What follows belongs to an exercise in optimizing a design on an open flow for a short achievable clock period and few clock cycles; a production flow would make more cautious choices. Only simulation tests tie the RTL to the original design; equivalence was not proved. Power is estimated from default activity; no workload was simulated.

// dcache
module dcache (
    input  logic        CLK,
    input  logic        nRST,
    input  logic        dp_readEn,
    input  logic        dp_writeEn,
    input  logic        dp_halt,
    input  logic [31:0] dp_addr,
    input  logic [31:0] dp_store,
    output logic        dp_dhit,
    output logic        dp_flushed,
    output logic [31:0] dp_load,
    output logic        mem_dREN,
    output logic        mem_dWEN,
    output logic [31:0] mem_addr,
    output logic [31:0] mem_store,
    input  logic        mem_dwait,
    input  logic [31:0] mem_load
);
Settings: LEC_CHECK=0, ABC_CLOCK_PERIOD_IN_PS=2500, CAP_MARGIN=20, CORE_MARGIN=2, CORE_UTILIZATION=55, PLACE_DENSITY=0.7, SETUP_SLACK_MARGIN=5, SLEW_MARGIN=20; clock period 8.0 ns.
run.sh (not shown) runs the stock make flow with config.mk's settings and CLKGATE_MAP_FILE= SYNTH_SCRIPT=/design/flow/synth_recipe.tcl, a recipe that flattens the netlist after the stock synthesis.
The first run went through all stages and came out clean.
Testbench counts at the start, summed over its fixed seeds: cycles 44,345.
Change:
--- a/flow/design.v
+++ b/flow/design.v
@@ -100,20 +100,19 @@
     logic [2:0]   wIndex;
     logic         wWord;
     logic [31:0]  wData;
     logic         fill0, fill1;
     logic         setDirty0, setDirty1, clrDirty0, clrDirty1;
     logic [7:0]   lru;                   
     logic        idle;                   
     logic        busy;                   
     logic        flushMode;
-    logic        fPend;                  
-    logic [1:0]  fAge;                   
+    logic        fPick;                  
     logic        dhitR;
     logic        flushedR;
     logic        drenR, dwenR;
     logic [1:0]  phase;
     logic [29:0] xAddr;                  
     logic [31:0] xData;
     logic [25:0] reqTag;
     logic [2:0]  idxR;
     logic        wordR;
@@ -179,84 +178,69 @@
     assign pickMask = dwenR ? (dmask & ~(16'd1 << {vWayR, idxR})) : dmask;
     wayReplace pick0 (
         .mask(pickMask),
         .found(pFound),
         .frame(pFrame),
         .onehot(pOneHot)
     );
     logic [25:0] nTag;
     logic [31:0] nWord0;
-    logic        sFound;
-    logic [3:0]  sFrame;
-    logic [25:0] sTag;
-    logic [31:0] sWord0;
     always_comb begin
         nTag = '0;
         nWord0 = '0;
         for (int s = 0; s < 8; s++) begin
             nTag = nTag | (tags0[s*26 +: 26] & {26{nOneHot[s]}})
                         | (tags1[s*26 +: 26] & {26{nOneHot[8+s]}});
             nWord0 = nWord0 | (words0[(2*s)*32 +: 32] & {32{nOneHot[s]}})
                             | (words1[(2*s)*32 +: 32] & {32{nOneHot[8+s]}});
         end
     end
     logic xDone;
-    logic flushDone;                     
     logic flushNext;                     
     logic [1:0] nextPhase;
     assign xDone = (drenR | dwenR) & ~mem_dwait;
-    assign flushDone = flushMode & xDone & (phase == P_WB1);
-    assign flushNext = (fAge == 2'd2) & (fPend | flushDone);
+    assign flushNext = fPick | (flushMode & xDone & (phase == P_WB1));
     assign nextPhase = xDone ? phase + 2'd1 : phase;
     always_ff @(posedge CLK, negedge nRST) begin
         if (!nRST) begin
             idle <= 1'b1;
             busy <= 1'b0;
             flushMode <= 1'b0;
-            fPend <= 1'b0;
-            fAge <= 2'd0;
+            fPick <= 1'b0;
             dhitR <= 1'b0;
             flushedR <= 1'b0;
             drenR <= 1'b0;
             dwenR <= 1'b0;
             fDone <= 1'b0;
             chkR <= 1'b0;
         end else begin
             fDone <= drenR & ~mem_dwait;
+            fPick <= 1'b0;
             chkR <= idle & req & ~dp_halt;
-            if ((idle && dp_halt) || flushNext) begin
-                fAge <= 2'd0;
-            end else if (fAge != 2'd2) begin
-                fAge <= fAge + 2'd1;
-            end
             if (idle) begin
                 if (dp_halt) begin
                     idle <= 1'b0;
                     flushMode <= 1'b1;
-                    fPend <= 1'b1;
+                    fPick <= 1'b1;
                 end else if (req) begin
                     idle <= 1'b0;
                     busy <= 1'b1;
                     dhitR <= hit;
                     dwenR <= ~hit & vDirty;
                     drenR <= ~hit & ~vDirty;
                 end
             end else if (busy && dhitR) begin
                 busy <= 1'b0;
                 idle <= 1'b1;
                 dhitR <= 1'b0;
             end else if (flushNext) begin
-                dwenR <= sFound;
-                flushedR <= ~sFound;
-                fPend <= 1'b0;
-            end else if (flushDone) begin
-                dwenR <= 1'b0;
-                fPend <= 1'b1;
+                dwenR <= nFound;
+                flushedR <= ~nFound;
             end else if (xDone) begin
                 case (phase)
                     P_WB1: begin
                         dwenR <= 1'b0;
                         drenR <= 1'b1;
                     end
                     P_F2: begin
                         drenR <= 1'b0;
                         dhitR <= 1'b1;
@@ -273,68 +257,64 @@
             writeR <= dp_writeEn;
             storeR <= dp_store;
             hitWayR <= h1;
         end
         if (idle) begin
             idxR <= idx;
             vWayR <= lru[idx];
             vTagR <= vTag;
         end else if (flushNext) begin
-            idxR <= sFrame[2:0];
-            vWayR <= sFrame[3];
-            vTagR <= sTag;
+            idxR <= nFrame[2:0];
+            vWayR <= nFrame[3];
+            vTagR <= nTag;
         end
         if (idle) begin
             phase <= vDirty ? P_WB0 : P_F1;
         end else if (flushNext) begin
             phase <= P_WB0;
         end else begin
             phase <= nextPhase;
         end
     end
     always_ff @(posedge CLK) begin
         fData <= mem_load;
         fFirst <= (phase == P_F1);
         nFound <= pFound;
         nFrame <= pFrame;
-        sFound <= nFound;
-        sFrame <= nFrame;
-        sTag <= nTag;
-        sWord0 <= nWord0;
         nOneHot <= pOneHot;
         if (idle) begin
             xAddr <= vDirty ? {vTag, idx, 1'b0} : {tag, idx, wsel};
             xData <= vWord0;
             load0R <= rd0 & {32{h0}};
             load1R <= rd1 & {32{h1}};
         end else begin
             if (flushNext) begin
-                xAddr <= {sTag, sFrame[2:0], 1'b0};
-                xData <= sWord0;
+                xAddr <= {nTag, nFrame[2:0], 1'b0};
+                xData <= nWord0;
             end else begin
                 case (nextPhase)
                     P_WB0: xAddr <= {vTagR, idxR, 1'b0};
                     P_WB1: xAddr <= {vTagR, idxR, 1'b1};
                     P_F1:  xAddr <= {reqTag, idxR, wordR};
                     P_F2:  xAddr <= {reqTag, idxR, ~wordR};
                 endcase
                 xData <= (nextPhase == P_WB1) ? cur[63:32] : cur[31:0];
             end
             load0R <= (fDone && fFirst) ? fData : (wordR ? cur[63:32] : cur[31:0]);
             load1R <= '0;
         end
     end
     logic storeHit;
     logic fillEnd;
     logic flushClr;
     assign storeHit = chkR & dhitR & writeR;
     assign fillEnd = busy & dhitR & ~chkR;
-    assign flushClr = flushDone;
+    assign flushClr = flushMode & xDone & (phase == P_WB1);
     always_comb begin
         wIndex = idxR;
         if (fDone) begin
             wWord = fFirst ? wordR : ~wordR;
             wData = (fFirst && writeR) ? storeR : fData;
             we0 = ~vWayR;
             we1 = vWayR;
         end else begin
             wWord = wordR;
The new run went through all stages and came out clean.
Core utilization grows by 0.74 points.
Via count is lower by 0.64%.
Clock skew increases by 9.5 ps.
Die area went down by 1.5%.
Clock power goes down by 3.6%.
Maximum frequency is lower by 1.5%.
Final area drops by 0.38%.
Critical path depth drops by 3.
Routed wire length came out lower by 1.5%.
Hold slack gains 160 ps.
Power drops by 5.3%.
Cell count rose by 0.65%.
Testbench counts after the change, summed over its fixed seeds: cycles 44,326.

[re-timing with driven ports]
How much do the figures lean on ideal ports? The routed layouts below were timed once more, with nothing changed but the port constraints. Step 1 assumes that a clkbuf_16 drives the clock port and a buf_2 every other input. Step 2, shift: input delay + t, output delay - t, t = (earliest + latest rising clock arrival at the registers) / 2. This alone moves slack from input paths to output paths. Three values: ideal, step 1, step 2; two values: the first two.
run	t, ns	slack for setup (ns)	latest minus earliest clock arrival (ns)	pins driven straight from the clock port
the first run	0.944	4.727 / 4.600 / 3.656	0.042 / 0.042	1
the second run	0.968	4.676 / 4.373 / 3.404	0.051 / 0.051	1
After both steps setup and hold are still met in every run listed. The setup slack of the second run, which loses most, moves by -0.303 ns with the drivers and by -1.272 ns with both steps.
